From an optimization exercise on the open Yosys and OpenROAD flow, aimed at a short achievable clock period and few clock cycles per item; shortcuts taken in it are not production practice.
Function was checked by simulation only, so behaviour that the tests miss may differ from the original.
The clock port is modelled as an ideal driver; clocking choices that lean on that would not hold on a real chip.
No activity file was given, so power comes from the tool's default toggle rates.

===== flow/config.mk =====
export PLATFORM = sky130hd
export DESIGN_NAME = xbus_filter
export DESIGN_NICKNAME = xbus_filter
export VERILOG_FILES = /design/flow/design.v
export SDC_FILE = /design/flow/constraint.sdc
export NUM_CORES = 4
export LEC_CHECK = 0
export CAP_MARGIN = 20
export CORE_MARGIN = 2
export CORE_UTILIZATION = 55
export SETUP_SLACK_MARGIN = 2.8
export SLEW_MARGIN = 20
export TNS_END_PERCENT = 20

===== flow/constraint.sdc =====
create_clock -name core_clock -period 4.5 [get_ports {clk}]
set_input_delay 0.9000 -clock core_clock [delete_from_list [all_inputs] [get_ports {clk}]]
set_output_delay 0.9000 -clock core_clock [all_outputs]
set_load 0.01 [all_outputs]

===== flow/design.v =====
`timescale 1ns/10ps
`default_nettype none
module xbus_filter_cache #(
    parameter int NB = 2
) (
    input  logic              clk,
    input  logic              arst_n,
    input  logic [65:0]       in_pkt,
    input  logic [7:0]        pad_value,
    input  logic [NB-1:0]     release_bank,
    output logic [NB*9-1:0]   set_rdy,
    output logic [NB*144-1:0] data,
    output logic              prog_full
);
    localparam int NK = 9;
    localparam int NS = NB * NK;
    localparam int Q = 4;
    localparam logic [1:0] TAG_HEAD = 2'd1;
    logic [80:0]   h_word1h;
    logic [17:0]   h_lane;
    logic [8:0]    h_inimg;
    logic [8:0]    inimg;
    logic          head_q;
    logic          in_vld;
    logic          in_head;
    logic          inwin;
    logic [3:0]    nbody;
    logic          at7;
    logic          at8;
    logic          na_busy;
    logic [NB-1:0] na;
    logic [NB-1:0] cb;
    logic [NB-1:0] busy;
    logic [8:0]    pk1h [0:NK-1];
    logic [1:0]    lane_r [0:NK-1];
    logic [15:0]   lane_vec [0:NK-1];
    logic [NS-1:0] fill;
    logic [NS-1:0] clear;
    xbus_filter_cmd_gen xbus_filter_cmd_gen_inst (
        .win_x  (in_pkt[15:0]),
        .win_y  (in_pkt[31:16]),
        .word1h (h_word1h),
        .lane   (h_lane),
        .inimg (h_inimg)
    );
    assign in_vld = in_pkt[65:64] != 2'd0;
    assign in_head = !inwin && in_pkt[65:64] == TAG_HEAD;
    assign at7 = inwin && nbody == 4'd7;
    assign at8 = inwin && nbody == 4'd8;
    assign na_busy = |(busy & na);
    always_ff @(posedge clk or negedge arst_n) begin
        if (!arst_n) begin
            inwin <= 1'b0;
            nbody <= '0;
            na <= NB'(1);
            cb <= '0;
            head_q <= 1'b0;
            for (int k = 0; k < NK; k++) begin
                pk1h[k] <= '0;
            end
        end else begin
            if (!inwin) begin
                for (int k = 0; k < NK; k++) begin
                    pk1h[k] <= h_word1h[k*9 +: 9];
                end
            end else if (in_vld) begin
                for (int k = 0; k < NK; k++) begin
                    pk1h[k] <= pk1h[k] >> 1;
                end
            end
            head_q <= in_head;
            if (in_head) begin
                inwin <= 1'b1;
                nbody <= '0;
                na <= {na[NB-2:0], na[NB-1]};
                cb <= na;
            end else if (inwin && in_vld) begin
                nbody <= nbody + 4'd1;
                if (at8) inwin <= 1'b0;
            end
        end
    end
    always_ff @(posedge clk) begin
        prog_full <= na_busy && ((!inwin && !in_head) || at8 || (at7 && in_vld));
    end
    always_ff @(posedge clk) begin
        if (!inwin) begin
            for (int k = 0; k < NK; k++) begin
                lane_r[k] <= h_lane[k*2 +: 2];
            end
            inimg <= h_inimg;
        end
    end
    always_comb begin
        for (int k = 0; k < NK; k++) begin
            lane_vec[k] = {in_pkt[(Q + lane_r[k]) * 8 +: 8], in_pkt[lane_r[k] * 8 +: 8]};
        end
        for (int b = 0; b < NB; b++) begin
            for (int k = 0; k < NK; k++) begin
                fill[b*NK+k] = inwin ? (cb[b] && inimg[k] && pk1h[k][0])
                                     : (na[b] && !busy[b]);
                set_rdy[b*NK+k] = cb[b] && (inimg[k] ? (inwin && in_vld && pk1h[k][0])
                                                      : head_q);
            end
        end
    end
    always_ff @(posedge clk) begin
        for (int i = 0; i < NS; i++) begin
            if (fill[i]) begin
                data[i*16 +: 16] <= inwin ? lane_vec[i % NK] : {pad_value, pad_value};
            end
        end
    end
    always_ff @(posedge clk or negedge arst_n) begin
        if (!arst_n) begin
            busy <= '0;
        end else begin
            for (int b = 0; b < NB; b++) begin
                if (in_head && na[b]) begin
                    busy[b] <= 1'b1;
                end else if (release_bank[b]) begin
                    busy[b] <= 1'b0;
                end
            end
        end
    end
endmodule
`default_nettype wire
`timescale 1ns/10ps
`default_nettype none
module xbus_filter_cmd_gen (
    input  logic [15:0] win_x,
    input  logic [15:0] win_y,
    output logic [8:0]  inimg,
    output logic [80:0] word1h,
    output logic [17:0] lane
);
    localparam int IMG_H = 6;
    localparam int IMG_W = 6;
    localparam int PAD_U = 1;
    localparam int PAD_L = 1;
    logic [2:0] row_ok;
    logic [2:0] col_ok;
    logic [IMG_H-1:0] row1h [0:2];
    logic [IMG_W-1:0] col1h [0:2];
    always_comb begin
        for (int i = 0; i < 3; i++) begin
            row_ok[i] = 1'b0;
            col_ok[i] = 1'b0;
            for (int r = 0; r < IMG_H; r++) begin
                row_ok[i] = row_ok[i] || win_y == 16'(r + PAD_U - i);
                row1h[i][r] = win_y[2:0] == 3'(r + PAD_U - i);
            end
            for (int c = 0; c < IMG_W; c++) begin
                col_ok[i] = col_ok[i] || win_x == 16'(c + PAD_L - i);
                col1h[i][c] = win_x[2:0] == 3'(c + PAD_L - i);
            end
        end
        for (int kh = 0; kh < 3; kh++) begin
            for (int kw = 0; kw < 3; kw++) begin
                logic       row0;
                logic [1:0] col2;
                row0 = (kh == 1) ? win_y[0] : !win_y[0];
                case (kw)
                    0: col2 = {win_x[1] ~^ win_x[0], !win_x[0]};
                    1: col2 = win_x[1:0];
                    default: col2 = {win_x[1] ^ win_x[0], !win_x[0]};
                endcase
                inimg[kh*3+kw] = row_ok[kh] && col_ok[kw];
                lane[(kh*3+kw)*2 +: 2] = {row0 ^ col2[1], col2[0]};
                for (int j = 0; j < 9; j++) begin
                    logic hit;
                    hit = 1'b0;
                    for (int r = 0; r < IMG_H; r++) begin
                        for (int c = 0; c < IMG_W; c++) begin
                            if ((r * IMG_W + c) / 4 == j) begin
                                hit = hit || (row1h[kh][r] && col1h[kw][c]);
                            end
                        end
                    end
                    word1h[(kh*3+kw)*9+j] = hit;
                end
            end
        end
    end
endmodule
`default_nettype wire
`timescale 1ns/10ps
`default_nettype none
module xbus_filter_exec #(
    parameter int NB = 2
) (
    input  logic              clk,
    input  logic              arst_n,
    input  logic [NB*9-1:0]   set_rdy,
    input  logic [NB*144-1:0] data,
    output logic [NB-1:0]     release_bank,
    output logic              vec_wr_en,
    output logic [15:0]       vec_din,
    input  logic              vec_full
);
    localparam int NK = 9;
    localparam int NS = NB * NK;
    logic [NS-1:0] rdy;
    logic [NS-1:0] sel;
    logic [NS-1:0] sel_next;
    logic [NS-1:0] rdy_next;
    logic [NS-1:0] go;
    logic          vf_q;
    logic          issue;
    logic [15:0]   rd_data;
    assign issue = |go && !vf_q;
    assign sel_next = issue ? {sel[NS-2:0], sel[NS-1]} : sel;
    assign rdy_next = set_rdy | (rdy & ~(go & {NS{!vf_q}}));
    always_comb begin
        for (int b = 0; b < NB; b++) begin
            release_bank[b] = issue && sel[b*NK+NK-1];
        end
        rd_data = '0;
        for (int i = 0; i < NS; i++) begin
            rd_data = rd_data | (data[i*16 +: 16] & {16{sel[i]}});
        end
    end
    always_ff @(posedge clk or negedge arst_n) begin
        if (!arst_n) begin
            sel <= NS'(1);
            rdy <= '0;
            go <= '0;
            vf_q <= 1'b1;
            vec_wr_en <= 1'b0;
        end else begin
            vf_q <= vec_full;
            sel <= sel_next;
            rdy <= rdy_next;
            go <= sel_next & rdy_next;
            vec_wr_en <= issue;
        end
    end
    always_ff @(posedge clk) begin
        vec_din <= rd_data;
    end
endmodule
`default_nettype wire
`timescale 1ns/10ps
`default_nettype none
module xbus_filter (
    input  logic        clk,
    input  logic        arst_n,
    input  logic [65:0] in_pkt,
    input  logic [7:0]  pad_value,
    output logic        vec_wr_en,
    output logic [15:0] vec_din,
    input  logic        vec_full,
    output logic        cache_full
);
    localparam int NB = 2;
    logic [NB*9-1:0] set_rdy;
    logic [NB*144-1:0] data;
    logic [NB-1:0]   release_bank;
    xbus_filter_cache #(.NB(NB)) xbus_filter_cache_inst (
        .clk          (clk),
        .arst_n       (arst_n),
        .in_pkt       (in_pkt),
        .pad_value    (pad_value),
        .release_bank (release_bank),
        .set_rdy      (set_rdy),
        .data         (data),
        .prog_full    (cache_full)
    );
    xbus_filter_exec #(.NB(NB)) xbus_filter_exec_inst (
        .clk          (clk),
        .arst_n       (arst_n),
        .set_rdy      (set_rdy),
        .data         (data),
        .release_bank (release_bank),
        .vec_wr_en    (vec_wr_en),
        .vec_din      (vec_din),
        .vec_full     (vec_full)
    );
endmodule
`default_nettype wire

===== flow/flow/run.sh =====
#!/bin/bash
# The standard layout, with clock tree synthesis clustering the flip-flops
# into groups of at most 20 within 60 um and balancing buffer levels.
set -euo pipefail
bash standard.sh \
    "CTS_ARGS=-sink_clustering_enable -repair_clock_nets -sink_clustering_size 20 -sink_clustering_max_diameter 60 -balance_levels" \
    finish > standard.log 2>&1

===== flow/standard.sh =====
#!/bin/bash
# synth_recipe.tcl (not shown) runs the flow's synth.tcl, then flattens the netlist and writes it again
# the make line also repeats each setting of config.mk as NAME=value (left out here)
make -C /OpenROAD-flow-scripts/flow DESIGN_CONFIG=/design/flow/config.mk WORK_HOME=/design/flow/orfs CLKGATE_MAP_FILE= SYNTH_SCRIPT=/design/flow/synth_recipe.tcl "${@:-finish}"

==> summary.txt, run 1 <==
clock root cell=clkbuf_16; ANT cells=0; first-pass GRT wire length=99960 um; Arrival @ worst endpoint=2.23 ns; CTS tree=yes; Syn Nets=1777; Die ar.=39030 um2; drt first-iter violations=1815; row count=70; Post-DRT Antenna Nets=0; CP Max Fanout=5; Synth top cells by count=edfxtp_1, o21ai_0, nand2_1; sequential-to-total area share from yosys stat=64.08%; Initial Utilization=56.02%; Slowest-stage cell, CP=dfrtp_2; M2 GR Usage=55.57%; required time of the critical path=4.77 ns; final setup violation count=0; clock buffer count from CTS=36; maxcap violations=0; CP Cell Sequence=buf_12, buf_6, or3_4, buf_4, o21ai_4, buf_4; final hold violations=0; HP Class=primary input to async pin; Period minus WS final=1.966 ns; I/O Buffers=94; boundary pin count=95; post-synth top area share=44.44%; CTS Buffer Depth=3; vias in the first global route=15250; Netlist cell types=54; status=timing/DRC/antenna clean; gr usage total=35.62%; initial antenna violation count=0; Post-Synthesis Cells=1694; Via Count=16020; WL/cell=29.86 um; P per Cell Area=526.5 nW/um2; Synth area leaders=edfxtp_1, dfrtp_1, o21ai_0; Non-Filler Instances=2353; core region area=36790 um2; Detailed Place HPWL=39340 um; drt total wl=70270 um; Largest delay share family, worst path=buffers and inverters; ys flop type=edfxtp_1; H-tree lvl count=2; Setup TNS=0 ns; Comb pwr share=28.8%; Setup Skew=0.02010 ns; CTS sink cnt=470; final period utilization=43.69%; via density per instance=6.806; peak clock frequency supported by timing=508.7 MHz; Largest stage delay, worst path=0.52 ns; layout cells sized above 1=25.15%; Area Overhead vs Synth=25.18%; GRT busiest layer=met2; Die Ht=197.6 um; EDFF count, synth=305; 1st-pass router iterations=6; cell repeated most along the worst path=buf_4; CP Buf/Inv Count=4; Max IR drop VDD=358.8 uV; dpl cells=2171; unrepaired setup endpoints after global routing=yes; synthesized area=20610 um2; Critical Path Start Type=flop; Reg2Reg Setup Slack=2.53 ns; Slew Limit Headroom=33.68%; clock network fraction of design power=25.5%; GRT met3 Usage=8.247%; GPL Wtd Cong=0.8798; clk latency of the worst-skew pair=0.57 ns; leading area contributor after synthesis=edfxtp_1; Async S/R FF share, synth=31.49%; GRT overflow=0; Syn. warnings=8; top-count cell post-synth=edfxtp_1; switching power=0.004495 W; Worst Tran Pin Value=0.9949 ns; fin nets=1942; Slew Viols, Final=0; Worst Setup End Kind=flop; hold_buf cts=0; sw frac=33.10%; critical path class=flop to flop; Worst-path clk slew=0.08 ns; Total Power=0.01358 W; Residual DRC=0; synthesis-stage register bit count=470; Die X=197.6 um; Pint=0.009087 W; met1 usage=48.77%; Avg Cell Area, Syn=12.17 um2; Sequential Power Share=45.6%; Core Util, Final=70.13%; largest net degree at the start of global routing=106; Leak=9.678 nW
==> cells by family (layout without fill, tap and decap cells) <==
| group | Yosys count | count (layout) | share of synthesized area, % |
|---|---|---|---|
| buffers and inverters | 142 | 330 | 2.987 |
| muxes | 130 | 130 | 6.630 |
| AOI/OAI and AO/OA | 587 | 587 | 17.59 |
| and+or+nand+nor | 356 | 359 | 8.221 |
| xor gates and xnor gates | 3 | 3 | 0.1275 |
| adders and majority gates | 6 | 6 | 0.3643 |
| DFF | 470 | 470 | 64.08 |
==> state kept, by name (all words and copies together) (netlist names) <==
register                          count
xbus_filter_cache_inst.busy           2
xbus_filter_cache_inst.data         288
xbus_filter_cache_inst.head_q         1
xbus_filter_cache_inst.na             1
xbus_filter_exec_inst.vec_wr_en       1
xbus_filter_exec_inst.go             18
xbus_filter_cache_inst.cb             2
xbus_filter_exec_inst.vec_din        16
xbus_filter_exec_inst.rdy            18
xbus_filter_cache_inst.lane_r         8
xbus_filter_cache_inst.nbody          4
xbus_filter_cache_inst.inwin          1
xbus_filter_cache_inst.prog_full      1
xbus_filter_exec_inst.vf_q            1
xbus_filter_cache_inst.pk1h          81
xbus_filter_exec_inst.sel            18
xbus_filter_cache_inst.inimg          9
==> worst reg2reg max path: cells and delay by family (launching register included) <==
family / cells / cell delay, ns
buf+inv: 4 / 0.66
flops: 1 / 0.52
simple gates: 1 / 0.42
compound gates: 1 / 0.07
==> worst paths after layout <==
check	cells past startpoint	end	start
max reg2reg	6	xbus_filter_cache_inst.data[174]	xbus_filter_cache_inst.inwin
min reg2reg	2	xbus_filter_cache_inst.pk1h[7][8]	xbus_filter_cache_inst.pk1h[7][8]
max in group asynchronous	2	xbus_filter_cache_inst.pk1h[4][3]	arst_n
max	6	xbus_filter_cache_inst.data[174]	xbus_filter_cache_inst.inwin
min in group core_clock	2	xbus_filter_cache_inst.pk1h[7][8]	xbus_filter_cache_inst.pk1h[7][8]
min	1	xbus_filter_exec_inst.sel[11]	arst_n
==> area by class of cell <==
class,instances,area [um2]
Inverter,17,90.09
Sequential cell,470,13210
Timing Repair Buffer,249,2861
Tap cell,468,585.6
Fill cell,2553,10990
Clock inverter,20,224.0
Multi-Input combinational cell,1085,7810
Clock buffer,44,1015
==> what timing repair did <==
action                     CTS  global route
gates resized for setup    197           260
setup endpoints to repair  768           739
buffers inserted            62            44
pin swaps                   28            30
cloned                      11             1
==> power groups by stage <==
stage	sequential, W	combinational (W)	clock (W)
after CTS	0.00620	0.00335	0.00346
after global placement	0.00627	0.00262	0
after floorplan	0.00614	0.00171	0
after global routing	0.00626	0.00414	0.00362
after detailed placement	0.00628	0.00268	0
final	0.00620	0.00392	0.00346
==> stage by stage <==
step           setup slack (ns)  hold WS, ns  cell area (um2)
4_1_cts                   2.534       0.4820            24620
2_1_floorplan             2.365       0.4461            20820
3_3_place_gp              1.365       0.4647            22170
5_1_grt                   2.506       0.5121            25800
6_report                  2.534       0.4588            25800
3_5_place_dp              1.280       0.4681            22170
==> layout by cell type, fill, tap and decap left out, types with 6 or more instances in the layout <==
master	count
edfxtp_1	305
o21ai_0	209
nand2_1	155
dfrtp_1	143
buf_4	82
mux2i_1	64
a22oi_1	59
nor2_1	56
a22o_1	53
o21ai_2	49
a221oi_1	48
a21oi_1	48
clkbuf_16	40
mux2_2	38
clkdlybuf4s50_1	37
buf_12	36
dlymetal6s2s_1	29
buf_6	24
nand4_1	23
o21ai_1	22
o21ai_4	20
o22ai_1	20
buf_2	20
a21boi_0	18
or2_2	18
and3_1	17
dfxtp_1	15
inv_1	12
nand2b_1	12
a21oi_2	12
mux2_4	11
nand3_1	10
o2111ai_1	9
mux2i_4	9
nor4_1	8
mux2i_2	8
nand2_2	8
buf_8	7
a31oi_1	6
buf_16	6
==> layer usage <==
metal,vias to the layer above,routed length [um]
met5,-,0
met2,1026,32020
li1,6802,-
met1,7950,26760
met3,237,8017
met4,0,3465
Testbench counts, summed over its fixed seeds: cycles 3,894, windows 384.
==> run 2: changes to the inputs <==
==> flow/flow/run.sh (replaced) <==
#!/bin/bash
# The standard layout, with three changes:
# - the port buffers are plain buffers (buf_4) rather than the delay buffers
#   ORFS picks by default,
# - the resizer may swap a cell for one of another footprint, so it can size
#   those port buffers,
# - clock tree synthesis clusters the flip-flops into groups of at most 20
#   within 60 um and balances buffer levels.
set -euo pipefail
bash standard.sh \
    "BUFFER_PORTS_ARGS=-buffer_cell sky130_fd_sc_hd__buf_4" \
    MATCH_CELL_FOOTPRINT=0 \
    "CTS_ARGS=-sink_clustering_enable -repair_clock_nets -sink_clustering_size 20 -sink_clustering_max_diameter 60 -balance_levels" \
    finish > standard.log 2>&1
--- a/flow/config.mk
+++ b/flow/config.mk
@@ -11,3 +11,3 @@
 export SETUP_SLACK_MARGIN = 2.8
 export SLEW_MARGIN = 20
-export TNS_END_PERCENT = 20
+export TNS_END_PERCENT = 100
==> run 2 against run 1 <==
Fmax rose by 1.6%. Final area rose by 5.6%. Combinational power rose by 15%. Critical path type is now flop to primary output. Via count rose by 1.7%. Highest routed layer unchanged. Largest cell class unchanged.
==> summary.txt, run 2 <==
R2R Path End=xbus_filter_cache_inst.data[67] (was xbus_filter_cache_inst.data[174]); Largest stage delay, worst path=0.37 ns (was 0.52 ns); reg2reg path depth=7 (was 6); CTS sink cnt=470 (unchanged); P per Cell Area=516.0 nW/um2 (was 526.5 nW/um2); Reg2Reg Setup Slack=2.64 ns (was 2.53 ns); clk latency of the worst-skew pair=0.57 ns (about the same); Slew Viols, Final=0 (unchanged); Slowest-stage cell, CP=dfrtp_1 (was dfrtp_2); CTS Buffer Depth=3 (unchanged); Post-DP Area=22380 um2 (was 22170 um2); Post-Synthesis Cells=1694 (unchanged); synthesized area=20610 um2 (unchanged); Largest register FFs=288 (unchanged); critical path class=flop to primary output (was flop to flop); commonest non-fill, non-tap cell in the layout=edfxtp_1 (unchanged); most frequent cells in the layout=edfxtp_1, nand2_1, dfrtp_1 (was edfxtp_1, o21ai_0, nand2_1); Slew Limit Headroom=40.57% (was 33.68%); Hold Crit Start=vec_full; Via Count=16290 (was 16020); Setup Skew=0.02637 ns (was 0.02010 ns); CP Cell Sequence=buf_6 (was buf_12, buf_6, or3_4, buf_4, o21ai_4, buf_4); worst hold path stage count=1; drt first-iter violations=1775 (was 1815); Die ar.=39030 um2 (unchanged); final period utilization=43.02% (was 43.69%); clock buffer count from CTS=36 (unchanged); via density per instance=6.862 (was 6.806); Critical Path Start Type=flop (unchanged); Residual DRC=0 (unchanged); 1st-pass router iterations=6 (unchanged); Netlist cell types=54 (unchanged); CP Buf/Inv Count=1 (was 4); maxcap violations=0 (unchanged); Worst Tran Pin Value=0.8915 ns (was 0.9949 ns); layout cells sized above 1=39.14% (was 25.15%); top-count cell post-synth=edfxtp_1 (unchanged); Worst-path clk slew=0.07 ns (was 0.08 ns); Sequential Power Share=44.3% (was 45.6%); switching power=0.004852 W (was 0.004495 W); unrepaired setup endpoints after global routing=yes (unchanged); Die Ht=197.6 um (unchanged); fin nets=1964 (was 1942); biggest regs=xbus_filter_cache_inst.data x288, xbus_filter_cache_inst.pk1h x81 (unchanged); first-pass GRT wire length=102000 um (was 99960 um); Hold Crit Endpoint=xbus_filter_exec_inst.vf_q; clock network fraction of design power=23.6% (was 25.5%); core region area=36790 um2 (unchanged); HP Class=primary input to flop (was primary input to async pin); H-tree lvl count=2 (unchanged); CP Max Fanout=1 (was 5); R2R Path Start=xbus_filter_cache_inst.lane_r[4][0] (was xbus_filter_cache_inst.inwin); post-synth top area share=44.44% (unchanged); Async S/R FF share, synth=31.49% (unchanged); Period minus WS final=1.936 ns (was 1.966 ns); final hold violations=0 (unchanged); synthesis-stage register bit count=470 (unchanged); Detailed Place HPWL=41110 um (was 39340 um); sequential-to-total area share from yosys stat=64.08% (unchanged); GPL Wtd Cong=0.8934 (was 0.8798); Initial Utilization=56.02% (unchanged); WL/cell=30.59 um (was 29.86 um); Largest Register=xbus_filter_cache_inst.data (unchanged); boundary pin count=95 (unchanged); row count=70 (unchanged); EDFF count, synth=305 (unchanged); ys flop type=edfxtp_1 (unchanged); leading area contributor after synthesis=edfxtp_1 (unchanged); GRT overflow=0 (unchanged); hold_buf cts=0 (unchanged); Largest delay share family, worst path=flip-flops (was buffers and inverters); Die X=197.6 um (unchanged); Synth area leaders=edfxtp_1, dfrtp_1, o21ai_0 (unchanged); Max IR drop VDD=429.4 uV (was 358.8 uV); gr usage total=36.44% (was 35.62%); final setup violation count=0 (unchanged); sw frac=34.53% (was 33.10%); Avg Cell Area, Syn=12.17 um2 (unchanged); I/O Buffers=94 (unchanged); peak clock frequency supported by timing=516.6 MHz (was 508.7 MHz); Final Cell Area=27230 um2 (was 25800 um2); required time of the critical path=3.60 ns (was 4.77 ns); CTS tree=yes (unchanged); Worst Setup End Kind=primary output (was flop); largest net degree at the start of global routing=114 (was 106); Area Overhead vs Synth=32.14% (was 25.18%); Synth top cells by count=edfxtp_1, o21ai_0, nand2_1 (unchanged); Syn. warnings=8 (unchanged); Arrival @ worst endpoint=1.04 ns (was 2.23 ns); ANT cells=0 (unchanged); drt total wl=72610 um (was 70270 um); Setup TNS=0 ns (unchanged); Syn Nets=1777 (unchanged); status=timing/DRC/antenna clean (unchanged); Leak=9.812 nW (was 9.678 nW); Comb pwr share=32.1% (was 28.8%); initial antenna violation count=0 (unchanged); vias in the first global route=15560 (was 15250); Non-Filler Instances=2374 (was 2353); Post-DRT Antenna Nets=0 (unchanged); clock root cell=clkbuf_16 (unchanged); Pint=0.009199 W (was 0.009087 W); dpl cells=2168 (was 2171)
-- run 2: cell counts after synthesis --
No cell type changed its count.
-- run 2: through the flow --
| step | hold slack (ns) | total power [W] | util, % | worst slack (ns) |
|---|---|---|---|---|
| final | 0.4558 | 0.01405 | 74.03 | 2.564 |
| after detailed placement | 0.4686 | 0.009155 | 60.83 | 1.741 |
| after CTS | 0.4344 | 0.01325 | 69.87 | 2.538 |
| after global placement | 0.4632 | 0.009057 | 60.83 | 1.776 |
| after floorplan | 0.4455 | 0.008081 | - | 2.367 |
| after global routing | 0.4415 | 0.01449 | 74.03 | 2.536 |
-- run 2: worst max-delay path by stage --
stage	from	to	slack [ns]	cells past startpoint
6_report	xbus_filter_exec_inst.vec_wr_en	vec_wr_en	2.56	1
5_1_grt	xbus_filter_exec_inst.vec_wr_en	vec_wr_en	2.54	1
4_1_cts	xbus_filter_exec_inst.vec_wr_en	vec_wr_en	2.54	1
3_5_place_dp	in_pkt[65]	xbus_filter_cache_inst.pk1h[7][1]	1.74	5
3_3_place_gp	in_pkt[65]	xbus_filter_cache_inst.pk1h[7][1]	1.78	5
2_1_floorplan	in_pkt[0]	xbus_filter_cache_inst.pk1h[2][3]	2.37	6
-- run 2: power by group through the flow --
stage	sequential (W)	combinational [W]	clock, W
2_1_floorplan	0.00617	0.00191	0
3_3_place_gp	0.00630	0.00276	0
3_5_place_dp	0.00632	0.00284	0
4_1_cts	0.00620	0.00373	0.00333
5_1_grt	0.00628	0.00472	0.00350
6_report	0.00622	0.00451	0.00332
-- run 2: layout make-up --
cell class / count / area [um2]
Fill cell: 2382 / 9553
Multi-Input combinational cell: 1085 / 8902
Inverter: 17 / 112.6
Clock buffer: 42 / 975.9
Sequential cell: 470 / 13260
Timing Repair Buffer: 270 / 3181
Timing Repair inverter: 1 / 11.26
Tap cell: 468 / 585.6
Clock inverter: 21 / 207.7
-- run 2: logic make-up (layout without fill, tap and decap cells) --
logic type,after synthesis,in the layout,share of synthesized area (%)
muxes,130,130,6.630
DFF,470,470,64.08
xor gates and xnor gates,3,3,0.1275
and+or+nand+nor,356,359,8.221
AOI/OAI and AO/OA,587,587,17.59
adders and majority gates,6,6,0.3643
buffers and inverters,142,351,2.987
-- run 2: timing repair --
item | in CTS | in global routing
cloned | 11 | 7
pin swaps | 36 | 68
resized for setup | 247 | 391
setup buffers | 104 | 21
endpoints found under the setup margin | 773 | 698
-- run 2: per-layer routing --
layer / GRT usage (%) / share of wire [%] / vias up
met5: 0 / 0 / -
met4: 15.62 / 5.1 / 0
met3: 6.607 / 11 / 245
met2: 57.79 / 47 / 1046
met1: 49.72 / 37 / 8133
li1: - / - / 6867
==> run 3: changes to the inputs <==
--- a/flow/design.v
+++ b/flow/design.v
@@ -30,5 +30,5 @@
     logic          na_busy;
     logic [NB-1:0] na;
-    logic [NB-1:0] cb;
+    logic [NB-1:0] wbody;
     logic [NB-1:0] busy;
     logic [8:0]    pk1h [0:NK-1];
@@ -54,5 +54,5 @@
             nbody <= '0;
             na <= NB'(1);
-            cb <= '0;
+            wbody <= '0;
             head_q <= 1'b0;
             for (int k = 0; k < NK; k++) begin
@@ -74,8 +74,11 @@
                 nbody <= '0;
                 na <= {na[NB-2:0], na[NB-1]};
-                cb <= na;
+                wbody <= na;
             end else if (inwin && in_vld) begin
                 nbody <= nbody + 4'd1;
-                if (at8) inwin <= 1'b0;
+                if (at8) begin
+                    inwin <= 1'b0;
+                    wbody <= '0;
+                end
             end
         end
@@ -98,8 +101,6 @@
         for (int b = 0; b < NB; b++) begin
             for (int k = 0; k < NK; k++) begin
-                fill[b*NK+k] = inwin ? (cb[b] && inimg[k] && pk1h[k][0])
-                                     : (na[b] && !busy[b]);
-                set_rdy[b*NK+k] = cb[b] && (inimg[k] ? (inwin && in_vld && pk1h[k][0])
-                                                      : head_q);
+                fill[b*NK+k] = (wbody[b] && inimg[k] && pk1h[k][0]) || (na[b] && !busy[b]);
+                set_rdy[b*NK+k] = wbody[b] && (inimg[k] ? (in_vld && pk1h[k][0]) : head_q);
             end
         end
@@ -108,5 +109,5 @@
         for (int i = 0; i < NS; i++) begin
             if (fill[i]) begin
-                data[i*16 +: 16] <= inwin ? lane_vec[i % NK] : {pad_value, pad_value};
+                data[i*16 +: 16] <= na[i / NK] ? {pad_value, pad_value} : lane_vec[i % NK];
             end
         end
@@ -207,10 +208,9 @@
     logic [NS-1:0] rdy_next;
     logic [NS-1:0] go;
-    logic          vf_q;
     logic          issue;
     logic [15:0]   rd_data;
-    assign issue = |go && !vf_q;
+    assign issue = |go;
     assign sel_next = issue ? {sel[NS-2:0], sel[NS-1]} : sel;
-    assign rdy_next = set_rdy | (rdy & ~(go & {NS{!vf_q}}));
+    assign rdy_next = set_rdy | (rdy & ~go);
     always_comb begin
         for (int b = 0; b < NB; b++) begin
@@ -227,11 +227,9 @@
             rdy <= '0;
             go <= '0;
-            vf_q <= 1'b1;
             vec_wr_en <= 1'b0;
         end else begin
-            vf_q <= vec_full;
             sel <= sel_next;
             rdy <= rdy_next;
-            go <= sel_next & rdy_next;
+            go <= sel_next & rdy_next & {NS{!vec_full}};
             vec_wr_en <= issue;
         end
--- a/flow/config.mk
+++ b/flow/config.mk
@@ -11,3 +11,3 @@
 export SETUP_SLACK_MARGIN = 2.8
 export SLEW_MARGIN = 20
-export TNS_END_PERCENT = 100
+export TNS_END_PERCENT = 20
==> run 3 against run 2 <==
Final area about the same. Non-clock buffer count decreased by 48. Die area increased by 11%. Total power decreased by 15%. First-iteration DRC count increased by 29%. Worst setup slack got worse by 0.14 ns. Global-route usage decreased by 0.68 points. Sequential power decreased by 13%. Cell count increased by 13%. Count of clock-buffer cells in the layout increased by 4. Register-to-register slack got worse by 0.21 ns. Critical endpoint is now xbus_filter_cache_inst.data[202]. Highest routed layer is now met5.
==> summary.txt, run 3 <==
clock network fraction of design power=28.5% (was 23.6%); Sequential Area=13220 um2 (was 13260 um2); HP Class=primary input to async pin (was primary input to flop); Synth top cells by count=o21ai_0, edfxtp_1, nand2_1 (was edfxtp_1, o21ai_0, nand2_1); Setup Skew=0.03288 ns (was 0.02637 ns); Largest Register=xbus_filter_cache_inst.data (unchanged); Period minus WS final=2.071 ns (was 1.936 ns); Die Ht=208.1 um (was 197.6 um); CP Max Fanout=9 (was 1); largest net degree at the start of global routing=110 (was 114); boundary pin count=95 (unchanged); clk latency of the worst-skew pair=0.59 ns (was 0.57 ns); biggest regs=xbus_filter_cache_inst.data x288, xbus_filter_cache_inst.pk1h x81 (unchanged); top-count cell post-synth=o21ai_0 (was edfxtp_1); I/O Buffers=94 (unchanged); sw frac=32.29% (was 34.53%); H-tree lvl count=2 (unchanged); status=timing/DRC/antenna clean (unchanged); final period utilization=46.02% (was 43.02%); synthesized area=22920 um2 (was 20610 um2); EDFF count, synth=305 (unchanged); Initial Utilization=55.88% (was 56.02%); Slew Limit Headroom=30.36% (was 40.57%); fin nets=2195 (was 1964); Avg Cell Area, Syn=11.28 um2 (was 12.17 um2); vias in the first global route=17150 (was 15560); Comb pwr share=26.0% (was 32.1%); Area Overhead vs Synth=18.81% (was 32.14%); Leak=10.41 nW (was 9.812 nW); switching power=0.003838 W (was 0.004852 W); core region area=41020 um2 (was 36790 um2); layout cells sized above 1=26.74% (was 39.14%); Largest stage delay, worst path=0.80 ns (was 0.37 ns); final hold slack=0.4448 ns (was 0.4558 ns); post-synth top area share=39.96% (was 44.44%); P per Cell Area=436.6 nW/um2 (was 516.0 nW/um2); clock buffer count from CTS=36 (unchanged); Syn. warnings=8 (unchanged); Critical Path Start Type=flop (unchanged); Post-DRT Antenna Nets=0 (unchanged); sequential-to-total area share from yosys stat=57.62% (was 64.08%); Sequential Power Share=45.6% (was 44.3%); clock root cell=clkbuf_16 (unchanged); Post-Synthesis Cells=2031 (was 1694); Arrival @ worst endpoint=2.38 ns (was 1.04 ns); ANT cells=0 (unchanged); drt first-iter violations=2294 (was 1775); Setup TNS=0 ns (unchanged); gr usage total=35.76% (was 36.44%); maxcap violations=0 (unchanged); Largest delay share family, worst path=compound AO/OA/AOI/OAI gates (was flip-flops); WL/cell=29.77 um (was 30.59 um); unrepaired setup endpoints after global routing=yes (unchanged); Syn Nets=2114 (was 1777); Reg2Reg Setup Slack=2.43 ns (was 2.64 ns); Max IR drop VDD=372.9 uV (was 429.4 uV); critical path class=flop to flop (was flop to primary output); initial antenna violation count=1 (was 0); Worst-path clk slew=0.08 ns (was 0.07 ns); Pint=0.008050 W (was 0.009199 W); Netlist cell types=66 (was 54); cell repeated most along the worst path=o21ai_0; Worst Setup End Kind=flop (was primary output); CTS sink cnt=470 (unchanged); Largest register FFs=288 (unchanged); Slew Viols, Final=0 (unchanged); via density per instance=6.784 (was 6.862); commonest non-fill, non-tap cell in the layout=edfxtp_1 (unchanged); Worst Tran Pin Value=1.034 ns (was 0.8915 ns); required time of the critical path=4.81 ns (was 3.60 ns); GRT overflow=0 (unchanged); Via Count=18120 (was 16290); ys flop type=edfxtp_1 (unchanged); synthesis-stage register bit count=470 (unchanged); CTS Buffer Depth=3 (unchanged); row count=74 (was 70); leading area contributor after synthesis=edfxtp_1 (unchanged); CP Cell Sequence=buf_12, mux2_2, o21ai_0, o21ai_0 (was buf_6); Die ar.=43320 um2 (was 39030 um2); Synth area leaders=edfxtp_1, dfrtp_1, o21ai_0 (unchanged); area of the multi-input gates=9798 um2 (was 8902 um2); CTS tree=yes (unchanged); GPL Wtd Cong=0.9079 (was 0.8934); most frequent cells in the layout=edfxtp_1, o21ai_0, buf_4 (was edfxtp_1, nand2_1, dfrtp_1); drt total wl=79530 um (was 72610 um); first-pass GRT wire length=113600 um (was 102000 um); Async S/R FF share, synth=31.49% (unchanged); peak clock frequency supported by timing=482.8 MHz (was 516.6 MHz); 1st-pass router iterations=5 (was 6); Slowest-stage cell, CP=o21ai_0 (was dfrtp_1); Residual DRC=0 (unchanged); fillcell total=3132 (was 2382); final hold violations=0 (unchanged); Die X=208.1 um (was 197.6 um); CP Buf/Inv Count=1 (unchanged); Detailed Place HPWL=49110 um (was 41110 um); final setup violation count=0 (unchanged); hold_buf cts=0 (unchanged)
==> run 3: cell type report <==
type / count / share of cell area [%]
flip-flops and latches: 470 / 48.56
multi-input cells: 1346 / 35.98
repair buffers: 222 / 8.009
inverters: 36 / 0.5560
clock inverters: 19 / 0.7719
clock buffers: 46 / 3.676
well taps: 532 / 2.444
==> run 3: stage by stage <==
stage / power, W / setup slack [ns] / util (%) / instance area [um2] / cells
2_1_floorplan: 0.006952 / 2.268 / - / 23030 / 2031
4_1_cts: 0.01160 / 2.502 / 64.41 / 26420 / 2647
5_1_grt: 0.01231 / 2.486 / 66.39 / 27230 / 2671
6_report: 0.01189 / 2.429 / 66.39 / 27230 / 2671
3_3_place_gp: 0.007774 / 1.712 / 58.51 / 24000 / 2523
3_5_place_dp: 0.007829 / 1.664 / 58.63 / 24050 / 2525
==> run 3: repair_timing <==
item / 4_1_cts / 5_1_grt
setup endpoints to repair: 717 / 754
gates resized for setup: 196 / 169
pin swaps: 18 / 12
gates cloned: 4 / 7
buffers inserted: 53 / 17
==> run 3: worst paths after layout <==
kind,from,end,cells after the start
max in group asynchronous,arst_n,xbus_filter_cache_inst.na[0],2
min in group core_clock,xbus_filter_cache_inst.pk1h[8][8],xbus_filter_cache_inst.pk1h[8][8],2
setup / recovery,xbus_filter_cache_inst.lane_r[3][1],xbus_filter_cache_inst.data[202],4
hold reg to reg,xbus_filter_cache_inst.pk1h[8][8],xbus_filter_cache_inst.pk1h[8][8],2
setup reg to reg,xbus_filter_cache_inst.lane_r[3][1],xbus_filter_cache_inst.data[202],4
hold / removal,arst_n,xbus_filter_cache_inst.pk1h[2][5],1
==> run 3: layer usage <==
layer / share of wire, % / track usage [%] / vias to the layer above
li1: - / - / 7801
met3: 13 / 12.05 / 164
met1: 40 / 51.23 / 9037
met4: 2.9 / 10.42 / 2
met2: 44 / 51.70 / 1117
met5: 0.15 / 1.891 / -
==> run 3: kinds of logic (layout without fill, tap and decap cells) <==
group / after synthesis / in the layout / share of synthesized area [%]
multiplexers: 250 / 251 / 11.79
AO/OA/AOI/OAI: 657 / 657 / 17.18
XOR/XNOR: 4 / 4 / 0.1529
flip-flops: 470 / 470 / 57.62
adder cells (fa/ha/maj): 6 / 6 / 0.3275
AND/OR/NAND/NOR: 427 / 428 / 9.073
buffers and inverters: 217 / 323 / 3.860
==> run 3: power groups by stage <==
stage / combinational [W] / clock (W) / sequential, W
detailed placement: 0.00225 / 0 / 0.00558
global route: 0.00330 / 0.00356 / 0.00545
finish: 0.00309 / 0.00338 / 0.00542
floorplan: 0.00160 / 0 / 0.00535
CTS: 0.00279 / 0.00341 / 0.00540
global placement: 0.00220 / 0 / 0.00557
Testbench counts of run 3, summed over its fixed seeds: cycles 3,894, windows 384.
==> run 4: changes to the inputs <==
--- a/flow/config.mk
+++ b/flow/config.mk
@@ -11,3 +11,3 @@
 export SETUP_SLACK_MARGIN = 2.8
 export SLEW_MARGIN = 20
-export TNS_END_PERCENT = 20
+export TNS_END_PERCENT = 100
==> run 4 against run 3 <==
Still clean. Worst setup slack gained 0.099 ns. Clock power increased by 4%. Clock skew shrank 0.0018 ns. Synthesized area did not move. Fmax rose by 5.0%. Synthesized cell count is the same. Combinational power increased by about 10%. Total power up 3.8%. Critical path depth shrank 3. Largest power group unchanged. Highest routed layer unchanged.
==> summary.txt, run 4 <==
setup ws final=2.528 ns (was 2.429 ns); final setup violation count=0 (unchanged); Die ar.=43320 um2 (unchanged); WL/cell=30.42 um (was 29.77 um); Max IR drop VDD=408.1 uV (was 372.9 uV); Detailed Place HPWL=48950 um (was 49110 um); Setup TNS=0 ns (unchanged); peak clock frequency supported by timing=507.0 MHz (was 482.8 MHz); Period minus WS final=1.972 ns (was 2.071 ns); biggest regs=xbus_filter_cache_inst.data x288, xbus_filter_cache_inst.pk1h x81 (unchanged); fin nets=2231 (was 2195); GPL Wtd Cong=0.9004 (was 0.9079); clk latency of the worst-skew pair=0.59 ns (about the same); Worst-path clk slew=0.08 ns (about the same); commonest non-fill, non-tap cell in the layout=edfxtp_1 (unchanged); Total Power=0.01235 W (was 0.01189 W); required time of the critical path=3.60 ns (was 4.81 ns); Setup Skew=0.03112 ns (was 0.03288 ns); Via Count=18460 (was 18120); Die X=208.1 um (unchanged); Critical Path Start Type=flop (unchanged); CP Max Fanout=1 (was 9); Avg Cell Area, Syn=11.28 um2 (unchanged); synthesized area=22920 um2 (unchanged); layout cells sized above 1=33.84% (was 26.74%); CTS sink cnt=470 (unchanged); vias in the first global route=17570 (was 17150); Async S/R FF share, synth=31.49% (unchanged); Syn. warnings=8 (unchanged); top-count cell post-synth=o21ai_0 (unchanged); most frequent cells in the layout=edfxtp_1, o21ai_0, buf_4 (unchanged); gr usage total=37.11% (was 35.76%); CTS tree=yes (unchanged); leading area contributor after synthesis=edfxtp_1 (unchanged); Leak=10.87 nW (was 10.41 nW); via density per instance=6.819 (was 6.784); Syn Nets=2114 (unchanged); synthesis-stage register bit count=470 (unchanged); Post-Synthesis Cells=2031 (unchanged); final period utilization=43.83% (was 46.02%); GRT overflow=0 (unchanged); Largest delay share family, worst path=flip-flops (was compound AO/OA/AOI/OAI gates); drt total wl=82360 um (was 79530 um); Largest stage delay, worst path=0.38 ns (was 0.80 ns); ANT cells=0 (unchanged); Area Overhead vs Synth=24.39% (was 18.81%); Worst Tran Pin Value=0.8476 ns (was 1.034 ns); HP Class=primary input to async pin (unchanged); Synth top cells by count=o21ai_0, edfxtp_1, nand2_1 (unchanged); Synth area leaders=edfxtp_1, dfrtp_1, o21ai_0 (unchanged); Initial Utilization=55.88% (unchanged); Worst Setup End Kind=primary output (was flop); CP Buf/Inv Count=1 (unchanged); largest net degree at the start of global routing=110 (unchanged); Slowest-stage cell, CP=dfrtp_1 (was o21ai_0); maxcap violations=0 (unchanged); I/O Buffers=94 (unchanged); row count=74 (unchanged); status=timing/DRC/antenna clean (unchanged); Residual DRC=0 (unchanged); Slew Limit Headroom=43.49% (was 30.36%); DP Worst Slack=1.735 ns (was 1.664 ns); clock root cell=clkbuf_16 (unchanged); CTS Buffer Depth=3 (unchanged); first-pass GRT wire length=117700 um (was 113600 um); Post-DRT Antenna Nets=0 (unchanged); Arrival @ worst endpoint=1.07 ns (was 2.38 ns); post-synth top area share=39.96% (unchanged); Netlist cell types=66 (unchanged); unrepaired setup endpoints after global routing=yes (unchanged); sequential-to-total area share from yosys stat=57.62% (unchanged); Largest register FFs=288 (unchanged); Slew Viols, Final=0 (unchanged); core region area=41020 um2 (unchanged); clock buffer count from CTS=37 (was 36); Core Util, Final=69.50% (was 66.39%); EDFF count, synth=305 (unchanged); ys flop type=edfxtp_1 (unchanged); boundary pin count=95 (unchanged); drt first-iter violations=2755 (was 2294); CP Cell Sequence=buf_6 (was buf_12, mux2_2, o21ai_0, o21ai_0); P per Cell Area=433.1 nW/um2 (was 436.6 nW/um2); Largest Register=xbus_filter_cache_inst.data (unchanged); critical path class=flop to primary output (was flop to flop); H-tree lvl count=2 (unchanged); 1st-pass router iterations=7 (was 5); final hold violations=0 (unchanged); Die Ht=208.1 um (unchanged); initial antenna violation count=2 (was 1)
-- run 4: cell types whose count changed in the layout (fill, tap and decap cells not counted), moves of 14 or more --
| cell | before | now |
|---|---|---|
| buf_6 | 22 | 63 |
| o21ai_0 | 287 | 191 |
| o21ai_1 | 39 | 104 |
| dfxtp_2 | 1 | 16 |
| o21ai_4 | 18 | 40 |
| or2_2 | 19 | 4 |
| nor2_1 | 67 | 45 |
| or2_4 | 0 | 15 |
| nor2_2 | 1 | 20 |
| dfxtp_1 | 16 | 1 |
| nand2_1 | 154 | 140 |
-- run 4: kinds of logic (layout without fill, tap and decap cells) --
logic type | Yosys count | after routing | share of synthesized area [%]
flip-flops | 470 | 470 | 57.62
adder cells (fa/ha/maj) | 6 | 6 | 0.3275
AND/OR/NAND/NOR | 427 | 428 | 9.073
AO/OA/AOI/OAI | 657 | 657 | 17.18
buffers and inverters | 217 | 359 | 3.860
multiplexers | 250 | 251 | 11.79
XOR/XNOR | 4 | 4 | 0.1529
-- run 4: timing repair --
| action | 4_1_cts | 5_1_grt |
|---|---|---|
| cloned | 6 | 3 |
| gates resized for setup | 330 | 220 |
| hold buffers | 0 | 0 |
| setup endpoints to repair | 757 | 389 |
| endpoints found under the hold margin | 0 | 0 |
| buffers inserted | 73 | 38 |
| pin swaps | 27 | 59 |
-- run 4: power breakdown --
part / switching [W] / internal [W] / leakage, nW
clock network: 0.00172 / 0.00179 / 0.617
registers: 0.000299 / 0.00512 / 4.83
logic: 0.00202 / 0.00139 / 5.42
-- run 4: layout make-up --
| cell class | instances | area (um2) |
|---|---|---|
| clock inverter | 26 | 306.5 |
| clock buffer | 40 | 957.2 |
| timing repair buffer | 257 | 2585 |
| tap | 532 | 665.6 |
| sequential | 470 | 13250 |
| fill | 2984 | 12510 |
| inverter | 36 | 175.2 |
| multi-input combinational | 1346 | 10570 |
-- run 4: metrics by stage --
stage	instances	cell area, um2	hold WS [ns]
6_report	2707	28510	0.3614
4_1_cts	2666	27320	0.4080
3_3_place_gp	2520	24220	0.4618
5_1_grt	2707	28510	0.4324
3_5_place_dp	2521	24240	0.4639
2_1_floorplan	2031	23400	0.4410
-- run 4: path summary, 6_finish.rpt --
path / endpoint / from / cells after the start / slack [ns]
worst max-delay path: vec_wr_en / xbus_filter_exec_inst.vec_wr_en / 1 / 2.53
worst min-delay path: xbus_filter_cache_inst.pk1h[0][4] / arst_n / 1 / 0.36
worst max register to register: xbus_filter_cache_inst.data[125] / xbus_filter_cache_inst.na[0] / 2 / 2.67
worst min register to register: xbus_filter_exec_inst.vec_din[4] / xbus_filter_cache_inst.data[164] / 2 / 0.46
max in group asynchronous: xbus_filter_cache_inst.wbody[0] / arst_n / 2 / 3.20
min in group core_clock: xbus_filter_exec_inst.vec_din[4] / xbus_filter_cache_inst.data[164] / 2 / 0.46
-- run 4: layer usage --
layer / wire length, um / part of all wire (%) / GRT usage [%]
met4: 2696 / 3.3 / 11.86
met3: 11130 / 14 / 13.37
met5: 30 / 0.036 / 0
met1: 32720 / 40 / 52.55
met2: 35780 / 43 / 53.40
==> run 5: changes to the inputs <==
--- a/flow/design.v
+++ b/flow/design.v
@@ -22,10 +22,14 @@
     logic [8:0]    inimg;
     logic          head_q;
+    logic [65:0]   in_q;
     logic          in_vld;
     logic          in_head;
     logic          inwin;
     logic [3:0]    nbody;
+    logic          at6;
     logic          at7;
     logic          at8;
+    logic          p_vld;
+    logic          p_head;
     logic          na_busy;
     logic [NB-1:0] na;
@@ -38,12 +42,18 @@
     logic [NS-1:0] clear;
     xbus_filter_cmd_gen xbus_filter_cmd_gen_inst (
-        .win_x  (in_pkt[15:0]),
-        .win_y  (in_pkt[31:16]),
+        .win_x  (in_q[15:0]),
+        .win_y  (in_q[31:16]),
         .word1h (h_word1h),
         .lane   (h_lane),
         .inimg (h_inimg)
     );
-    assign in_vld = in_pkt[65:64] != 2'd0;
-    assign in_head = !inwin && in_pkt[65:64] == TAG_HEAD;
+    always_ff @(posedge clk) begin
+        in_q <= in_pkt;
+    end
+    assign in_vld = in_q[65:64] != 2'd0;
+    assign in_head = !inwin && in_q[65:64] == TAG_HEAD;
+    assign p_vld = in_pkt[65:64] != 2'd0;
+    assign p_head = in_pkt[65:64] == TAG_HEAD;
+    assign at6 = inwin && nbody == 4'd6;
     assign at7 = inwin && nbody == 4'd7;
     assign at8 = inwin && nbody == 4'd8;
@@ -85,5 +95,8 @@
     end
     always_ff @(posedge clk) begin
-        prog_full <= na_busy && ((!inwin && !in_head) || at8 || (at7 && in_vld));
+        prog_full <= na_busy && (
+            (((!inwin && !in_head) || (at8 && in_vld)) && !p_head)
+            || (at8 && !in_vld) || (at7 && in_vld)
+            || (((at7 && !in_vld) || (at6 && in_vld)) && p_vld));
     end
     always_ff @(posedge clk) begin
@@ -97,5 +110,5 @@
     always_comb begin
         for (int k = 0; k < NK; k++) begin
-            lane_vec[k] = {in_pkt[(Q + lane_r[k]) * 8 +: 8], in_pkt[lane_r[k] * 8 +: 8]};
+            lane_vec[k] = {in_q[(Q + lane_r[k]) * 8 +: 8], in_q[lane_r[k] * 8 +: 8]};
         end
         for (int b = 0; b < NB; b++) begin
==> flow/flow/run.sh (replaced) <==
#!/bin/bash
# The standard layout, with four changes:
# - the port buffers are plain buffers (buf_4) rather than the delay buffers
#   ORFS picks by default,
# - the resizer may swap a cell for one of another footprint, so it can size
#   those port buffers,
# - clock tree synthesis clusters the flip-flops into groups of at most 20
#   within 60 um and balances buffer levels,
# - after clock tree synthesis, post_cts.tcl lets the clock port drive the
#   tree's four first-level buffers itself (no single root buffer).
set -euo pipefail
here=$(pwd)
bash standard.sh \
    "BUFFER_PORTS_ARGS=-buffer_cell sky130_fd_sc_hd__buf_4" \
    MATCH_CELL_FOOTPRINT=0 \
    "CTS_ARGS=-sink_clustering_enable -repair_clock_nets -sink_clustering_size 20 -sink_clustering_max_diameter 60 -balance_levels" \
    "POST_CTS_TCL=$here/flow/post_cts.tcl" \
    CLOCK_PORT_NAME=clk \
    finish > standard.log 2>&1
==> flow/flow/post_cts.tcl (new file) <==
# After clock tree synthesis: the clock port drives the tree's first level
# of buffers (four of them) itself, in place of the single root buffer CTS
# puts next to the port. The flip-flops still get the clock through two
# levels of buffers, balanced as CTS built them.
proc bypass_clock_root {port_name max_loads} {
  set block [ord::get_db_block]
  set bterm [$block findBTerm $port_name]
  set in_net [$bterm getNet]
  set loads [$in_net getITerms]
  if {[llength $loads] != 1} {
    puts "bypass_clock_root: port drives [llength $loads] pins, left as is"
    return
  }
  set root [[lindex $loads 0] getInst]
  set out_net ""
  foreach it [$root getITerms] {
    if {[$it isOutputSignal]} { set out_net [$it getNet] }
  }
  if {$out_net eq "" || $out_net eq "NULL"} {
    puts "bypass_clock_root: root has no output net, left as is"
    return
  }
  set sinks {}
  foreach it [$out_net getITerms] {
    if {[$it getInst] ne $root} { lappend sinks $it }
  }
  if {[llength $sinks] > $max_loads || [llength [$out_net getBTerms]] > 0} {
    puts "bypass_clock_root: root drives [llength $sinks] pins, left as is"
    return
  }
  puts "bypass_clock_root: removing [$root getName],\
    moving [llength $sinks] pins to [$in_net getName]"
  foreach it $sinks {
    $it disconnect
    $it connect $in_net
  }
  foreach it [$root getITerms] { catch { $it disconnect } }
  odb::dbInst_destroy $root
  odb::dbNet_destroy $out_net
}

bypass_clock_root $::env(CLOCK_PORT_NAME) 4
--- a/flow/config.mk
+++ b/flow/config.mk
@@ -9,5 +9,5 @@
 export CORE_MARGIN = 2
 export CORE_UTILIZATION = 55
-export SETUP_SLACK_MARGIN = 2.8
+export SETUP_SLACK_MARGIN = 3.0
 export SLEW_MARGIN = 20
 export TNS_END_PERCENT = 100
==> run 5 against run 4 <==
Fmax decreased by 3.7%. Cell count increased by 11%. Worst hold slack improved by 0.095 ns. Count of clock-buffer cells in the layout increased by 9. Final area increased by 20%. Sequential cell count increased by 66. Largest power group unchanged. Critical path depth increased by 9. Critical endpoint is now xbus_filter_cache_inst.data[35]. Combinational power decreased by 28%. Synthesized cell count increased by 4.0%. Clock skew decreased by 0.0029 ns. Global-route usage increased by 2.7 points. Via count increased by 13%.
==> summary.txt, run 5 <==
WL/cell=31.88 um (was 30.42 um); leading area contributor after synthesis=edfxtp_1 (unchanged); CTS sink cnt=536 (was 470); Detailed Place HPWL=48870 um (was 48950 um); ANT cells=0 (unchanged); CP Max Fanout=4 (was 1); EDFF count, synth=305 (unchanged); peak clock frequency supported by timing=488.1 MHz (was 507.0 MHz); biggest regs=xbus_filter_cache_inst.data x288, xbus_filter_cache_inst.pk1h x81, xbus_filter_cache_inst.in_q x66 (was xbus_filter_cache_inst.data x288, xbus_filter_cache_inst.pk1h x81); metal3 WL=13410 um (was 11130 um); cell repeated most along the worst path=buf_6; Via Count=20860 (was 18460); Post-DRT Antenna Nets=0 (unchanged); Synth top cells by count=o21ai_0, edfxtp_1, nand2_1 (unchanged); final setup violation count=0 (unchanged); Async S/R FF share, synth=27.61% (was 31.49%); Max IR drop VDD=311.9 uV (was 408.1 uV); clk latency of the worst-skew pair=0.40 ns (was 0.59 ns); Non-Filler Instances=3017 (was 2707); final hold violations=0 (unchanged); commonest non-fill, non-tap cell in the layout=edfxtp_1 (unchanged); Die Ht=213.8 um (was 208.1 um); Worst Setup End Kind=flop (was primary output); initial antenna violation count=1 (was 2); fillcell total=2388 (was 2984); Slowest-stage cell, CP=edfxtp_1 (was dfrtp_1); gr usage total=39.82% (was 37.11%); Syn. warnings=8 (unchanged); I/O Buffers=94 (unchanged); Top Layer Used=met4 (was met5); Syn Nets=2197 (was 2114); CTS tree=yes (unchanged); Slew Limit Headroom=45.86% (was 43.49%); Synth area leaders=edfxtp_1, dfrtp_1, o21ai_0 (unchanged); largest net degree at the start of global routing=96 (was 110); CP Cell Sequence=buf_6, buf_6, buf_6, buf_8, buf_6, buf_6, mux2i_1, nand2_1, o21ai_2, o21ai_2 (was buf_6); final period utilization=45.53% (was 43.83%); DP Worst Slack=1.868 ns (was 1.735 ns); Die X=213.8 um (was 208.1 um); vias in the first global route=19560 (was 17570); HP Class=primary input to async pin (unchanged); Initial Utilization=55.96% (was 55.88%); Die ar.=45720 um2 (was 43320 um2); top-count cell post-synth=o21ai_0 (unchanged); Area Overhead vs Synth=41.55% (was 24.39%); status=timing/DRC/antenna clean (unchanged); GPL Wtd Cong=0.9074 (was 0.9004); dpl cells=2653 (was 2521); met2 WL=41780 um (was 35780 um); ys flop type=edfxtp_1 (unchanged); Setup TNS=0 ns (unchanged); most frequent cells in the layout=edfxtp_1, buf_4, o21ai_2, mux2i_1, nand2_1 (was edfxtp_1, o21ai_0, buf_4); required time of the critical path=4.63 ns (was 3.60 ns); 1st-pass router iterations=6 (was 7); critical path class=flop to flop (was flop to primary output); Avg Cell Area, Syn=11.46 um2 (was 11.28 um2); Worst Tran Pin Value=0.8054 ns (was 0.8476 ns); Arrival @ worst endpoint=2.17 ns (was 1.07 ns); Post-Synthesis Cells=2113 (was 2031); maxcap violations=0 (unchanged); layout cells sized above 1=46.96% (was 33.84%); Period minus WS final=2.049 ns (was 1.972 ns); P per Cell Area=348.2 nW/um2 (was 433.1 nW/um2); synthesis-stage register bit count=536 (was 470); Critical Path Start Type=flop (unchanged); boundary pin count=95 (unchanged); first-pass GRT wire length=131400 um (was 117700 um); row count=76 (was 74); Largest Register=xbus_filter_cache_inst.data (unchanged); Total Power=0.01193 W (was 0.01235 W); setup ws final=2.451 ns (was 2.528 ns); Netlist cell types=67 (was 66); core region area=43270 um2 (was 41020 um2); fin nets=2489 (was 2231); Slew Viols, Final=0 (unchanged); Setup Skew=0.02823 ns (was 0.03112 ns); Worst-path clk slew=0.08 ns (about the same); via density per instance=6.915 (was 6.819); drt total wl=96190 um (was 82360 um); GRT overflow=0 (unchanged); Largest register FFs=288 (unchanged); post-synth top area share=37.83% (was 39.96%); drt first-iter violations=3123 (was 2755); unrepaired setup endpoints after global routing=yes (unchanged); Core Util, Final=79.21% (was 69.50%); sequential-to-total area share from yosys stat=60.00% (was 57.62%); M1 WL=36240 um (was 32720 um); Leak=13.25 nW (was 10.87 nW); Residual DRC=0 (unchanged); synthesized area=24210 um2 (was 22920 um2); Largest stage delay, worst path=0.46 ns (was 0.38 ns)
## run 5: cell types whose count changed after synthesis, moves of 5 or more
cell and delta:
nor2_1 +9, o21ai_0 +27, mux2_2 +7, mux2_1 -13, nand3_1 -18, mux4_2 -6, nor4_1 +5, dfxtp_1 +66
buf_2 +8, o22ai_1 +10, nand2_1 -11, clkbuf_1 -6, mux2i_1 +8
## run 5: where the power goes
| part | total [W] | internal, W | switching [W] |
|---|---|---|---|
| Sequential | 0.00578 | 0.00550 | 0.000274 |
| Clock | 0.00370 | 0.00193 | 0.00177 |
| Combinational | 0.00246 | 0.00112 | 0.00134 |
## run 5: worst paths after layout
path | start | end | slack (ns) | cells after the start
max | xbus_filter_cache_inst.lane_r[2][1] | xbus_filter_cache_inst.data[35] | 2.45 | 10
min | arst_n | xbus_filter_exec_inst.rdy[2] | 0.46 | 1
max reg2reg | xbus_filter_cache_inst.lane_r[2][1] | xbus_filter_cache_inst.data[35] | 2.45 | 10
min reg2reg | xbus_filter_cache_inst.pk1h[4][8] | xbus_filter_cache_inst.pk1h[4][8] | 0.49 | 1
max in group asynchronous | arst_n | xbus_filter_cache_inst.pk1h[2][8] | 3.24 | 2
min in group core_clock | xbus_filter_cache_inst.pk1h[4][8] | xbus_filter_cache_inst.pk1h[4][8] | 0.49 | 1
## run 5: area by class of cell
type	count	area (um2)	area share, %
flip-flops and latches	536	14630	42.67
clock buffers	49	1012	2.953
clock inverters	17	282.8	0.8251
well taps	585	732.0	2.136
inverters	32	162.7	0.4746
multi-input cells	1361	12190	35.56
repair buffers	437	5270	15.38
## run 5: cell families after synthesis
kind of cell    after synthesis  synth area share, %
simple gates                414                8.170
flops                       536                60.00
xor+xnor                      5               0.1809
buf+inv                     217                3.705
fa+ha+maj                     7               0.3617
mux                         246                10.66
compound gates              688                16.93
## run 5: worst max-delay path: cells and delay by family (launching register included)
family                 cells  cell delay [ns]
and+or+nand+nor            1             0.14
buffers and inverters      6             0.74
AOI/OAI and AO/OA          2             0.22
DFF                        1             0.46
muxes                      1             0.25
## run 5: metrics by stage
step / instance area, um2 / hold slack, ns
final: 34270 / 0.4563
after global routing: 34270 / 0.4956
after detailed placement: 25590 / 0.4653
after global placement: 25590 / 0.4578
after floorplan: 24630 / 0.4447
## run 5: routing by layer
metal  vias to the layer above  GRT usage, %
li1                       8539             -
met1                     10300         56.83
met2                      1628         59.62
met3                       395         10.85
met4                         0         12.31
met5                         -             0
Testbench counts of run 5, summed over its fixed seeds: cycles 3,908, windows 384.
==> run 6: changes to the inputs <==
--- a/flow/design.v
+++ b/flow/design.v
@@ -23,4 +23,8 @@
     logic          head_q;
     logic [65:0]   in_q;
+    logic          q_xhi0;
+    logic          q_xhi1;
+    logic          q_yhi0;
+    logic          q_yhi1;
     logic          in_vld;
     logic          in_head;
@@ -44,4 +48,8 @@
         .win_x  (in_q[15:0]),
         .win_y  (in_q[31:16]),
+        .x_hi0  (q_xhi0),
+        .x_hi1  (q_xhi1),
+        .y_hi0  (q_yhi0),
+        .y_hi1  (q_yhi1),
         .word1h (h_word1h),
         .lane   (h_lane),
@@ -50,4 +58,8 @@
     always_ff @(posedge clk) begin
         in_q <= in_pkt;
+        q_xhi0 <= in_pkt[15:3] == '0;
+        q_xhi1 <= &in_pkt[15:3];
+        q_yhi0 <= in_pkt[31:19] == '0;
+        q_yhi1 <= &in_pkt[31:19];
     end
     assign in_vld = in_q[65:64] != 2'd0;
@@ -146,4 +158,8 @@
     input  logic [15:0] win_x,
     input  logic [15:0] win_y,
+    input  logic        x_hi0,
+    input  logic        x_hi1,
+    input  logic        y_hi0,
+    input  logic        y_hi1,
     output logic [8:0]  inimg,
     output logic [80:0] word1h,
@@ -163,9 +179,11 @@
             col_ok[i] = 1'b0;
             for (int r = 0; r < IMG_H; r++) begin
-                row_ok[i] = row_ok[i] || win_y == 16'(r + PAD_U - i);
+                row_ok[i] = row_ok[i] || (((r + PAD_U - i) < 0 ? y_hi1 : y_hi0)
+                    && win_y[2:0] == 3'(r + PAD_U - i));
                 row1h[i][r] = win_y[2:0] == 3'(r + PAD_U - i);
             end
             for (int c = 0; c < IMG_W; c++) begin
-                col_ok[i] = col_ok[i] || win_x == 16'(c + PAD_L - i);
+                col_ok[i] = col_ok[i] || (((c + PAD_L - i) < 0 ? x_hi1 : x_hi0)
+                    && win_x[2:0] == 3'(c + PAD_L - i));
                 col1h[i][c] = win_x[2:0] == 3'(c + PAD_L - i);
             end
@@ -224,9 +242,9 @@
     logic [15:0]   rd_data;
     assign issue = |go;
-    assign sel_next = issue ? {sel[NS-2:0], sel[NS-1]} : sel;
+    assign sel_next = {go[NS-2:0], go[NS-1]} | (sel & ~go);
     assign rdy_next = set_rdy | (rdy & ~go);
     always_comb begin
         for (int b = 0; b < NB; b++) begin
-            release_bank[b] = issue && sel[b*NK+NK-1];
+            release_bank[b] = go[b*NK+NK-1];
         end
         rd_data = '0;
==> run 6 against run 5 <==
Die area is 1.7% lower. Total power is 1.5% higher. Fmax is 6.8% higher. Non-clock buffer count is 29 higher. Final area is 1.8% lower. Critical path type unchanged. Register-to-register slack better by 0.13 ns.
==> summary.txt, run 6 <==
cell repeated most along the worst path=buf_6 (unchanged); Initial Utilization=55.47% (was 55.96%); Largest stage delay, worst path=0.46 ns (about the same); DP Worst Slack=1.943 ns (was 1.868 ns); synthesis-stage register bit count=540 (was 536); peak clock frequency supported by timing=521.2 MHz (was 488.1 MHz); CTS sink cnt=540 (was 536); GPL Wtd Cong=0.8722 (was 0.9074); Slew Viols, Final=0 (unchanged); clk latency of the worst-skew pair=0.41 ns (was 0.40 ns); ANT cells=0 (unchanged); GRT overflow=0 (unchanged); CTS tree=yes (unchanged); initial antenna violation count=0 (was 1); Largest delay share family, worst path=buffers and inverters (unchanged); Area Overhead vs Synth=41.41% (was 41.55%); first-pass GRT wire length=126400 um (was 131400 um); sequential-to-total area share from yosys stat=61.40% (was 60.00%); Worst Tran Pin Value=0.5538 ns (was 0.8054 ns); layout cells sized above 1=47.65% (was 46.96%); unrepaired setup endpoints after global routing=yes (unchanged); adder-cell share of the synthesized area=0.3681% (was 0.3617%); fillcell total=2436 (was 2388); largest net degree at the start of global routing=95 (was 96); multiplexer area fraction after synthesis=10.46% (was 10.66%); 1st-pass router iterations=8 (was 6); Largest Register=xbus_filter_cache_inst.data (unchanged); post-synth top area share=38.50% (was 37.83%); Setup TNS=0 ns (unchanged); Die ar.=44940 um2 (was 45720 um2); Critical Path Start Type=flop (unchanged); Slowest-stage cell, CP=edfxtp_1 (unchanged); Residual DRC=0 (unchanged); largest family of logic cells by synthesized area=compound AO/OA/AOI/OAI gates (unchanged); row count=76 (unchanged); Via Count=20230 (was 20860); status=timing/DRC/antenna clean (unchanged); met1 usage=57.16% (was 56.83%); P per Cell Area=360.2 nW/um2 (was 348.2 nW/um2); Arrival @ worst endpoint=2.05 ns (was 2.17 ns); most frequent cells in the layout=edfxtp_1, buf_4, o21ai_2 (was edfxtp_1, buf_4, o21ai_2, mux2i_1, nand2_1); synthesized area=23790 um2 (was 24210 um2); CP Cell Sequence=buf_12, buf_8, buf_6, buf_6, mux2_4, o21ai_4, o21ai_1 (was buf_6, buf_6, buf_6, buf_8, buf_6, buf_6, mux2i_1, nand2_1, o21ai_2, o21ai_2); Post-DP Area=25150 um2 (was 25590 um2); boundary pin count=95 (unchanged); Die Ht=212.0 um (was 213.8 um); Leak=13.25 nW (about the same); Syn Nets=2051 (was 2197); HP Class=primary input to async pin (unchanged); required time of the critical path=4.63 ns (about the same); via density per instance=6.917 (was 6.915); CP Buf/Inv Count=4 (was 6); final hold violations=0 (unchanged); Max IR drop VDD=428.1 uV (was 311.9 uV); GRT met3 Usage=10.00% (was 10.85%); critical path class=flop to flop (unchanged); maxcap violations=0 (unchanged); Post-DRT Antenna Nets=0 (unchanged); Netlist cell types=68 (was 67); WL/cell=32.09 um (was 31.88 um); drt total wl=93870 um (was 96190 um); XOR/XNOR share of the synthesized area=0.1473% (was 0.1809%); Worst-path clk slew=0.08 ns (about the same); area share of and/or/nand/nor cells after synthesis=7.042% (was 8.170%); Die X=212.0 um (was 213.8 um); CP Max Fanout=4 (unchanged); Compound-Gate Fraction of Synth Area=16.78% (was 16.93%); Post-Synthesis Cells=1967 (was 2113); Synth top cells by count=o21ai_0, edfxtp_1, nand2_1 (unchanged); commonest non-fill, non-tap cell in the layout=edfxtp_1 (unchanged); Syn. warnings=8 (unchanged); vias in the first global route=18390 (was 19560); top-count cell post-synth=o21ai_0 (unchanged); Final Cell Area=33640 um2 (was 34270 um2); final setup violation count=0 (unchanged); M2 GR Usage=57.58% (was 59.62%); Setup Skew=0.02983 ns (was 0.02823 ns); gr usage total=38.97% (was 39.82%); Largest register FFs=288 (unchanged); fin nets=2394 (was 2489); final period utilization=42.64% (was 45.53%); setup ws final=2.581 ns (was 2.451 ns); Worst Setup End Kind=flop (unchanged); Detailed Place HPWL=48810 um (was 48870 um); biggest regs=xbus_filter_cache_inst.data x288, xbus_filter_cache_inst.pk1h x81, xbus_filter_cache_inst.in_q x66 (unchanged); core region area=42890 um2 (was 43270 um2); final hold slack=0.4010 ns (was 0.4563 ns); Core Util, Final=78.44% (was 79.21%); Synth area leaders=edfxtp_1, dfrtp_1, o21ai_0 (unchanged); I/O Buffers=94 (unchanged); Slew Limit Headroom=63.08% (was 45.86%); leading area contributor after synthesis=edfxtp_1 (unchanged); Period minus WS final=1.919 ns (was 2.049 ns); Avg Cell Area, Syn=12.09 um2 (was 11.46 um2); Async S/R FF share, synth=27.41% (was 27.61%); EDFF count, synth=305 (unchanged); ys flop type=edfxtp_1 (unchanged); GRT busiest layer=met2 (unchanged); drt first-iter violations=3349 (was 3123)
[run 6: cells by family after synthesis]
kind of cell	count (synthesis)
muxes	222
adders and majority gates	7
buffers and inverters	211
AOI/OAI and AO/OA	644
DFF	540
xor gates and xnor gates	4
and+or+nand+nor	339
[run 6: worst paths after layout]
path                                                           from                                end  slack [ns]  cells past startpoint
worst max-delay path            xbus_filter_cache_inst.lane_r[0][1]    xbus_filter_cache_inst.data[14]        2.58                      7
worst min register to register          xbus_filter_exec_inst.go[4]       xbus_filter_exec_inst.sel[5]        0.47                      1
worst max register to register  xbus_filter_cache_inst.lane_r[0][1]    xbus_filter_cache_inst.data[14]        2.58                      7
min in group core_clock                 xbus_filter_exec_inst.go[4]       xbus_filter_exec_inst.sel[5]        0.47                      1
worst min-delay path                                         arst_n  xbus_filter_cache_inst.pk1h[8][8]        0.40                      1
max in group asynchronous                                    arst_n       xbus_filter_exec_inst.sel[0]        3.21                      2
[run 6: per-stage QoR]
stage	power [W]	instances
6_report	0.01212	2925
5_1_grt	0.01243	2925
3_5_place_dp	0.007271	2520
3_3_place_gp	0.007227	2519
2_1_floorplan	0.006780	1967
[run 6: layout make-up]
| class | instances | area [um2] | share of cell area, % |
|---|---|---|---|
| Tap cell | 585 | 732.0 | 2.176 |
| Timing Repair Buffer | 466 | 5503 | 16.36 |
| Multi-Input combinational cell | 1218 | 11180 | 33.25 |
| Timing Repair inverter | 3 | 36.28 | 0.1079 |
| Clock inverter | 25 | 270.3 | 0.8034 |
| Sequential cell | 540 | 14680 | 43.64 |
| Inverter | 43 | 225.2 | 0.6695 |
| Clock buffer | 45 | 1008 | 2.998 |
[run 6: power by group]
group | internal (W) | switching, W
clock | 0.00182 | 0.00183
combinational | 0.00123 | 0.00140
sequential | 0.00557 | 0.000276
total | 0.00861 | 0.00351
[run 6: layer usage]
layer	vias up	wire, um
met5	-	0
li1	8198	-
met3	322	12610
met2	1683	41400
met1	10030	35790
met4	0	4065
Testbench counts of run 6, summed over its fixed seeds: cycles 3,908, windows 384.

Check on run 6: ideal ports give 2.581 ns setup slack; a clkbuf_16 on the clock port and buf_2 on the inputs give 2.581 ns; moving port delays by the midpoint clock arrival (0.522 ns) as well gives 2.498 ns.
